This is an optimization exercise on Yosys and OpenROAD, whose aim is small area and a short achievable clock period, not a production implementation.
Where RTL was checked, it was by simulation tests only, not by an equivalence proof against the original.
Power is estimated from default activity; no workload was simulated.

==> job 7194: inputs <==
## alu_32
module alu_32
(
  input  logic              clk,
  input  logic              rst,
  input  logic [2:0]        ALU_OP,
  input  logic [alu_32_pkg::DATA_W-1:0] A,
  input  logic [alu_32_pkg::DATA_W-1:0] B,
  input  logic              C_I,
  output logic [alu_32_pkg::DATA_W-1:0] R,
  output logic              C_O
);
clock: 11.0 ns
lec_check: 0
cap_margin: 20
core_margin: 2
core_utilization: 40
setup_slack_margin: 3
slew_margin: 20
synth_hierarchical: 1
synth_minimum_keep_size: 0
tns_end_percent: 0
standard.sh (not shown) runs the stock make flow with config.mk's settings and CLKGATE_MAP_FILE= SYNTH_SCRIPT=/design/flow/synth_recipe.tcl, a recipe that flattens the netlist after the stock synthesis.
==> flow/flow/run.sh <==
#!/bin/bash
# Layout flow: the standard synthesis, then every combinational cell set to the
# smallest drive of its family (the layout's repair steps size up again where
# timing, slew or capacitance need it), then the standard layout steps with
# small port buffers. Each step's full output goes to a log file here.
set -euo pipefail
R=$PWD/orfs/results/$FLOW_PLATFORM/alu_32/base
LIB=$FLOW_HOME/platforms/$FLOW_PLATFORM/lib/sky130_fd_sc_hd__tt_025C_1v80.lib
EXTRA=()
[[ -f flow/extra.txt ]] && mapfile -t EXTRA < <(grep -v '^#' flow/extra.txt | grep .)
bash standard.sh "${EXTRA[@]}" "$R/1_2_yosys.v" > synth.log 2>&1
cp "$R/1_2_yosys.v" yosys_std.v
python3 flow/downsize.py "$LIB" yosys_std.v "$R/1_2_yosys.v" > downsize.log 2>&1
bash standard.sh "${EXTRA[@]}" finish > layout.log 2>&1
Other scripts of this flow, unchanged in this note and not shown: flow/flow/downsize.py, flow/flow/extra.txt
==> job 1568: changes against job 7194 <==
--- a/flow/config.mk
+++ b/flow/config.mk
@@ -9,5 +9,5 @@
 export CORE_MARGIN = 2
 export CORE_UTILIZATION = 40
-export SETUP_SLACK_MARGIN = 3
+export SETUP_SLACK_MARGIN = 3.25
 export SLEW_MARGIN = 20
 export SYNTH_HIERARCHICAL = 1
==> run summary <==
- Job 1568 produced a clean layout. Job 7194 completed without violations.
- Die area is the same in job 1568 and job 7194.
- Final cell count: job 1568 is larger than job 7194 (0.88%).
- Synthesized area is the same in job 7194 and job 1568.
- Against job 1568, the critical path depth of job 7194 is higher by 1.
No functional check of the RTL was part of any run of this note.

========
==> inputs of yarrow <==
alu_32, a different RTL version from the one above (not shown whole).
export LEC_CHECK = 0
export CAP_MARGIN = 20
export CORE_MARGIN = 2
export CORE_UTILIZATION = 40
export PLACE_DENSITY = 0.5
export SETUP_SLACK_MARGIN = 3.25
export SLEW_MARGIN = 20
export SYNTH_HIERARCHICAL = 1
export SYNTH_MINIMUM_KEEP_SIZE = 0
export TNS_END_PERCENT = 0
create_clock -name core_clock -period 11.0 [get_ports {clk}]
==> flow/flow/downsize.py <==
#!/usr/bin/env python3
"""Rewrite a mapped netlist so each combinational cell uses the smallest-area
variant of its cell family (same name without the _N drive suffix, same pins).
Flip-flops are left alone. The layout's repair steps upsize again where timing,
slew or capacitance need it.
usage: downsize.py LIBERTY NETLIST_IN NETLIST_OUT [dont_use ...]"""
import re
import sys

lib, src, dst = sys.argv[1:4]
dont = set(sys.argv[4:])
area = {}
pins = {}
cur = None
for line in open(lib):
    m = re.match(r'\s*cell\s*\(\s*"?([\w]+)"?\s*\)', line)
    if m:
        cur = m.group(1)
        pins[cur] = set()
        continue
    m = re.match(r'\s*area\s*:\s*([\d.]+)', line)
    if m and cur and cur not in area:
        area[cur] = float(m.group(1))
    m = re.match(r'\s*pin\s*\(\s*"?(\w+)"?\s*\)', line)
    if m and cur:
        pins[cur].add(m.group(1))

fam = {}
for c in area:
    m = re.match(r'(sky130_fd_sc_hd__\w+?)_(\d+)$', c)
    if m and c not in dont:
        fam.setdefault(m.group(1), []).append(c)

seq = re.compile(r'sky130_fd_sc_hd__(df|dl|sdf|edf|lpflow|probe|clkdly|dly|tap|fill|decap|conb)')
best = {}
for f, cs in fam.items():
    if seq.match(f):
        continue
    for c in cs:
        cands = [x for x in cs if pins[x] == pins[c]]
        best[c] = min(cands, key=lambda x: (area[x], x))

txt = open(src).read()
count = {}


def sub(m):
    c = m.group(1)
    b = best.get(c, c)
    if b != c:
        count[(c, b)] = count.get((c, b), 0) + 1
    return b + m.group(2)


txt = re.sub(r'\b(sky130_fd_sc_hd__\w+)(\s+[\\\w$.\[\]]+\s*\()', sub, txt)
open(dst, 'w').write(txt)
for (c, b), n in sorted(count.items()):
    print(f"{n:5d} {c} -> {b}")
==> flow/flow/extra.txt <==
# extra ORFS make variables, one per line
BUFFER_PORTS_ARGS=-buffer_cell sky130_fd_sc_hd__buf_2
REMOVE_ABC_BUFFERS=1
Scripts as last shown in full above: flow/flow/run.sh
==> willow: changes against yarrow <==
--- a/flow/design.v
+++ b/flow/design.v
@@ -707,29 +707,12 @@
 module alu_32_c_xnor2 (input logic a, input logic b, output logic y);
   assign y = ~(a ^ b);
 endmodule
 module alu_32_c_xor2 (input logic a, input logic b, output logic y);
   assign y = a ^ b;
 endmodule
-module alu_32_mx
-(
-  input  logic s,
-  input  logic a,
-  input  logic b,
-  output logic y
-);
-  assign y = s ? a : b;
-endmodule
-module alu_32_x2
-(
-  input  logic a,
-  input  logic b,
-  output logic y
-);
-  assign y = a ^ b;
-endmodule
 module alu_32_fa
 (
   input  logic a,
   input  logic b,
   input  logic c,
   output logic s,
@@ -1643,13 +1626,13 @@
   logic fc_223;
   logic fs_224;
   logic fc_224;
   logic [DATA_W-1:0] t1, t2;      
   logic [DATA_W-1:0] sufb;        
   logic              hi_pp;       
-  logic              c_one, c_zero;
+  logic              lo_ovf;
   logic              is_add, is_sub, is_mul, is_slt, inv_b;
   logic              sel_s, sel_p, sel_g, sel_n, sel_slt, sel_c, sel_ovf;
   logic [DATA_W-1:0] x, y, s, pr, gn;
   logic              ci, co, slt;
   logic [DATA_W-1:0] r_d, r_q;
   logic              c_d, c_q;
@@ -2245,23 +2228,23 @@
   alu_32_fa u_fa_219 (.a(fs_158), .b(fc_189), .c(fs_190), .s(fs_219), .co(fc_219));
   alu_32_fa u_fa_220 (.a(fs_160), .b(fc_190), .c(fs_191), .s(fs_220), .co(fc_220));
   alu_32_fa u_fa_221 (.a(fs_162), .b(fc_191), .c(fs_192), .s(fs_221), .co(fc_221));
   alu_32_fa u_fa_222 (.a(fs_164), .b(fc_192), .c(fs_193), .s(fs_222), .co(fc_222));
   alu_32_fa u_fa_223 (.a(fs_166), .b(fc_193), .c(fs_194), .s(fs_223), .co(fc_223));
   alu_32_fa u_fa_224 (.a(fs_168), .b(fc_194), .c(fs_195), .s(fs_224), .co(fc_224));
-  alu_32_x2 u_px_0 (.a(fc_223), .b(fs_224), .y(px_0));
   assign t1 = {fc_222, fc_221, fc_220, fc_219, fc_218, fc_217, fc_216, fc_215, fc_214, fc_213, fc_212, fc_211, fc_210, fc_209, fc_208, fc_207, fc_206, fc_205, fc_204, fc_203, fc_202, fc_201, fc_200, fc_199, fc_198, fc_197, fc_196, hc_29, hc_28, hs_28, pp_0_1, bneg_0};
   assign t2 = {fs_223, fs_222, fs_221, fs_220, fs_219, fs_218, fs_217, fs_216, fs_215, fs_214, fs_213, fs_212, fs_211, fs_210, fs_209, fs_208, fs_207, fs_206, fs_205, fs_204, fs_203, fs_202, fs_201, fs_200, fs_199, fs_198, fs_197, fs_196, hs_29, pp_1_0, 1'b0, pp_0_0};
   always_comb begin
     sufb[DATA_W-1] = B[DATA_W-1];
     for (int k = DATA_W-2; k >= 0; k--) sufb[k] = sufb[k+1] | B[k];
   end
   always_comb begin
     hi_pp = 1'b0;
     for (int i = 1; i < DATA_W; i++) hi_pp = hi_pp | (A[i] & sufb[DATA_W-i]);
   end
+  assign lo_ovf = fc_223 ^ fs_224 ^ co;
   assign is_add  = (ALU_OP == OP_ADD);
   assign is_sub  = (ALU_OP == OP_SUB);
   assign is_mul  = (ALU_OP == OP_MULT);
   assign is_slt  = (ALU_OP == OP_SLT);
   assign inv_b   = is_sub | is_slt;
   assign sel_s   = ~rst & (is_add | is_sub | is_mul);
@@ -2286,15 +2269,13 @@
   assign slt = pr[DATA_W-1] ? s[DATA_W-1] : x[DATA_W-1];
   assign r_d = ({DATA_W{sel_s}} & s)
              | ({DATA_W{sel_p}} & pr)
              | ({DATA_W{sel_g}} & ~gn)
              | ({DATA_W{sel_n}} & ~(pr | ~gn))
              | {{(DATA_W-1){1'b0}}, sel_slt & slt};
-  assign c_one  = sel_c | (sel_ovf & (hi_pp | ~px_0));
-  assign c_zero = sel_ovf & (hi_pp | px_0);
-  alu_32_mx u_cmx (.s(co), .a(c_one), .b(c_zero), .y(c_d));
+  assign c_d = (sel_c & co) | (sel_ovf & (hi_pp | lo_ovf));
   always_ff @(posedge clk) begin
     r_q <= r_d;
     c_q <= c_d;
   end
   assign R   = r_q;
   assign C_O = c_q;
==> flow/config.mk (replaced) <==
export PLATFORM = sky130hd
export DESIGN_NAME = alu_32
export DESIGN_NICKNAME = alu_32
export VERILOG_FILES = /design/flow/design.v
export SDC_FILE = /design/flow/constraint.sdc
export NUM_CORES = 4
export LEC_CHECK = 0
export CAP_MARGIN = 20
export CORE_MARGIN = 2
export CORE_UTILIZATION = 40
export SETUP_SLACK_MARGIN = 1.5
export SLEW_MARGIN = 20
export SYNTH_HIERARCHICAL = 1
export SYNTH_MINIMUM_KEEP_SIZE = 0
==> summary of the runs <==
- In critical path depth, yarrow and willow do not differ.
- Of yarrow and willow, willow has the higher via count (gap about 1%, measured against willow).
- Between yarrow and willow, the lower non-clock buffer count is in willow (gap 19).
- Between willow and yarrow, the lower clock power is in willow (gap about 17%, measured against yarrow).
- Against willow, the power of yarrow is higher by 3.7%.
- yarrow passed the timing, DRC and antenna checks. willow completed with no timing, DRC or antenna violations.
- Between yarrow and willow, the lower first-iteration DRC count is in yarrow (gap 15%, measured against willow).
No functional check of the RTL was part of willow.

==> afterwards: timing with drivers on the ports <==
Ports are ideal in the flow. The routed layouts listed here were re-timed in OpenROAD.
Step 1, drivers: a clkbuf_16 drives clk and a buf_2 each remaining input, both assumed.
Step 2 times the ports against the registers' clock, not the clock port: input delays grow and output delays shrink by t, the midpoint of the rising clock arrivals with the driver on.
Slacks: ideal ports / drivers / drivers and shift; pairs: ideal ports / drivers.
run	t, ns	setup slack, ns	latest minus earliest clock arrival (ns)
job 7194	0.349	3.259 / 3.272 / 2.922	0.012 / 0.011
job 1568	0.353	3.469 / 3.470 / 3.117	0.013 / 0.012
yarrow	0.357	3.468 / 3.485 / 3.127	0.007 / 0.007
willow	0.347	2.233 / 2.237 / 1.889	0.007 / 0.007
After both steps every run listed still meets setup and hold. The setup slack of job 1568, which loses most, moves by +0.001 ns with the drivers and by -0.352 ns with both steps.
